Context: an optimization exercise on an open-source flow, tuned for small area. The choices shown serve that exercise and are no tape-out recipe.
Function was checked by simulation only, so behaviour that the tests miss may differ from the original.
Power is estimated from default activity; no workload was simulated.

Design regfile_scoreboard, start of the top module:
module regfile_scoreboard #(
  parameter int          DATA_W     = 32,
  parameter int          ADDR_W     = 5,
  parameter logic [31:0] RESET_BASE = 32'h100
) (
  input  logic              clock,
  input  logic              reset,
  input  logic [ADDR_W-1:0] rs_addr,
  input  logic [ADDR_W-1:0] rt_addr,
  output logic [DATA_W-1:0] rs_data,
  output logic [DATA_W-1:0] rt_data,
  input  logic              wb_en,
  input  logic [ADDR_W-1:0] wb_addr,
  input  logic [DATA_W-1:0] wb_data,
  input  logic              issue_en,
  input  logic [ADDR_W-1:0] issue_dst,
  output logic              stall,
  output logic [ADDR_W:0]   pending_count
);
export LEC_CHECK = 0
export CAP_MARGIN = 20
export CORE_MARGIN = 2
export CORE_UTILIZATION = 55
export PLACE_DENSITY = 0.7
export SLEW_MARGIN = 20
export SYNTH_HIERARCHICAL = 1
export SYNTH_MINIMUM_KEEP_SIZE = 0
create_clock -name core_clock -period 7.0 [get_ports {clock}]
standard.sh (not shown) runs the stock make flow with config.mk's settings and CLKGATE_MAP_FILE= SYNTH_SCRIPT=/design/flow/synth_recipe.tcl, a recipe that flattens the netlist after the stock synthesis.
==> flow/flow/run.sh <==
#!/bin/bash
# Standard ORFS layout (the standard.sh, standard synthesis unchanged) with two changes:
#  - ports are buffered with sky130_fd_sc_hd__buf_1 instead of the default delay buffer
#  - CTS builds the leaves from clkbuf_8 in clusters of up to 16 sinks within 60 um, with
#    no dummy loads
# make's output goes to flow_make.log in the work folder; each ORFS step keeps its own log
# under orfs/logs.
set -euo pipefail
cd "$(dirname "$0")/.."
bash standard.sh \
  BUFFER_PORTS_ARGS="-buffer_cell sky130_fd_sc_hd__buf_1" \
  CTS_ARGS="-sink_clustering_enable -repair_clock_nets -dont_use_dummy_load -sink_clustering_size 16 -sink_clustering_max_diameter 60 -buf_list sky130_fd_sc_hd__clkbuf_8" \
  finish > flow_make.log 2>&1
Edit:
--- a/flow/flow/run.sh
+++ b/flow/flow/run.sh
@@ -4 +4 @@
-#  - CTS builds the leaves from clkbuf_8 in clusters of up to 16 sinks within 60 um, with
+#  - CTS builds the leaves from clkbuf_8 in clusters of up to 14 sinks within 50 um, with
@@ -12 +12 @@
-  CTS_ARGS="-sink_clustering_enable -repair_clock_nets -dont_use_dummy_load -sink_clustering_size 16 -sink_clustering_max_diameter 60 -buf_list sky130_fd_sc_hd__clkbuf_8" \
+  CTS_ARGS="-sink_clustering_enable -repair_clock_nets -dont_use_dummy_load -sink_clustering_size 14 -sink_clustering_max_diameter 50 -buf_list sky130_fd_sc_hd__clkbuf_8" \
--- a/flow/config.mk
+++ b/flow/config.mk
@@ -10,2 +10 @@
-export CORE_UTILIZATION = 55
-export PLACE_DENSITY = 0.7
+export CORE_UTILIZATION = 40
The new run completed with no timing, DRC or antenna violations.
Worst hold slack gains 11 ps.
Wire length increases by a few percent.
Clock-buffer cell count rises by 25.
Sequential share of layout area drops by 0.47 points.
Clock power is higher by about a fifth.
Synthesized area stays the same.
Power came out higher by a few percent.
Via count came out lower by a few percent.
Cell count increases by a few percent.
Design area climbs slightly.
Non-clock buffer count decreases by 39.
Edit:
--- a/flow/flow/run.sh
+++ b/flow/flow/run.sh
@@ -4,2 +4 @@
-#  - CTS builds the leaves from clkbuf_8 in clusters of up to 14 sinks within 50 um, with
-#    no dummy loads
+#  - CTS builds the tree from clkbuf_8 with no dummy loads
@@ -12 +11 @@
-  CTS_ARGS="-sink_clustering_enable -repair_clock_nets -dont_use_dummy_load -sink_clustering_size 14 -sink_clustering_max_diameter 50 -buf_list sky130_fd_sc_hd__clkbuf_8" \
+  CTS_ARGS="-sink_clustering_enable -repair_clock_nets -dont_use_dummy_load -sink_clustering_size 16 -sink_clustering_max_diameter 50 -buf_list {sky130_fd_sc_hd__clkbuf_8 sky130_fd_sc_hd__clkbuf_16} -root_buf sky130_fd_sc_hd__clkbuf_16" \
What happened:
- The changed run completed without violations
- critical path depth grows by 1
- area after synthesis does not change
- clock power came out higher by well over a third
- routed wire length is about the same
- fmax increases slightly
- clock-buffer cell count does not change
- setup slack gets better by 90 ps
- die area is unchanged
- hold slack is about the same
- final area climbs by a few percent
Edit:
--- a/flow/flow/run.sh
+++ b/flow/flow/run.sh
@@ -4 +4,2 @@
-#  - CTS builds the tree from clkbuf_8 with no dummy loads
+#  - CTS builds the leaves from clkbuf_8 in clusters of up to 16 sinks within 60 um, with
+#    no dummy loads
@@ -11 +12 @@
-  CTS_ARGS="-sink_clustering_enable -repair_clock_nets -dont_use_dummy_load -sink_clustering_size 16 -sink_clustering_max_diameter 50 -buf_list {sky130_fd_sc_hd__clkbuf_8 sky130_fd_sc_hd__clkbuf_16} -root_buf sky130_fd_sc_hd__clkbuf_16" \
+  CTS_ARGS="-sink_clustering_enable -repair_clock_nets -dont_use_dummy_load -sink_clustering_size 16 -sink_clustering_max_diameter 60 -buf_list sky130_fd_sc_hd__clkbuf_8" \
--- a/flow/config.mk
+++ b/flow/config.mk
@@ -10,0 +11 @@
+export PLACE_DENSITY = 0.7
Outcome:
- The new run completed with no timing, DRC or antenna violations
- sequential share of layout area increases by 1.5 points
- sequential power barely changes
- synthesized area is unchanged
Edit:
--- a/flow/config.mk
+++ b/flow/config.mk
@@ -11 +11 @@
-export PLACE_DENSITY = 0.7
+export PLACE_DENSITY = 0.75
Outcome: Register-to-register slack got worse by 160 ps. Final cell count climbs slightly. Global-route usage rose by 0.85 points. Non-clock buffer count goes up by 39. Setup slack gets worse by 11 ps.

separate check: timing with driven ports:
The results above use ideal ports. As a check the final layouts listed here were re-extracted and re-timed, cells and wires unchanged.
Step 1: set_driving_cell puts a clkbuf_16 on clock and a buf_2 on each other input, an assumption about the parent block.
Step 2 also shifts input and output timing later by t, the mid clock arrival at the registers, as if the neighbouring blocks saw the same clock.
Three values: ideal, step 1, step 2; two values: the first two.
| run | shift t [ns] | setup slack, ns | worst setup path after step 2 | clock arrival spread, ns |
|---|---|---|---|---|
| the first run | 0.784 | 0.348 / 0.319 / 0.031 | input to register | 0.130 / 0.130 |
| the second run | 0.851 | 0.235 / 0.205 / 0.205 | input to output | 0.127 / 0.126 |
| the third run | 0.751 | 0.325 / 0.305 / 0.181 | input to register | 0.106 / 0.106 |
| the fourth run | 0.809 | 0.173 / 0.153 / 0.123 | input to register | 0.156 / 0.156 |
| the fifth run | 0.781 | 0.162 / 0.128 / 0.112 | input to register | 0.132 / 0.132 |
After both steps every run listed still meets setup and hold. For the first run, which loses most, drivers alone change the setup slack by -0.029 ns; drivers and shift together by -0.317 ns.
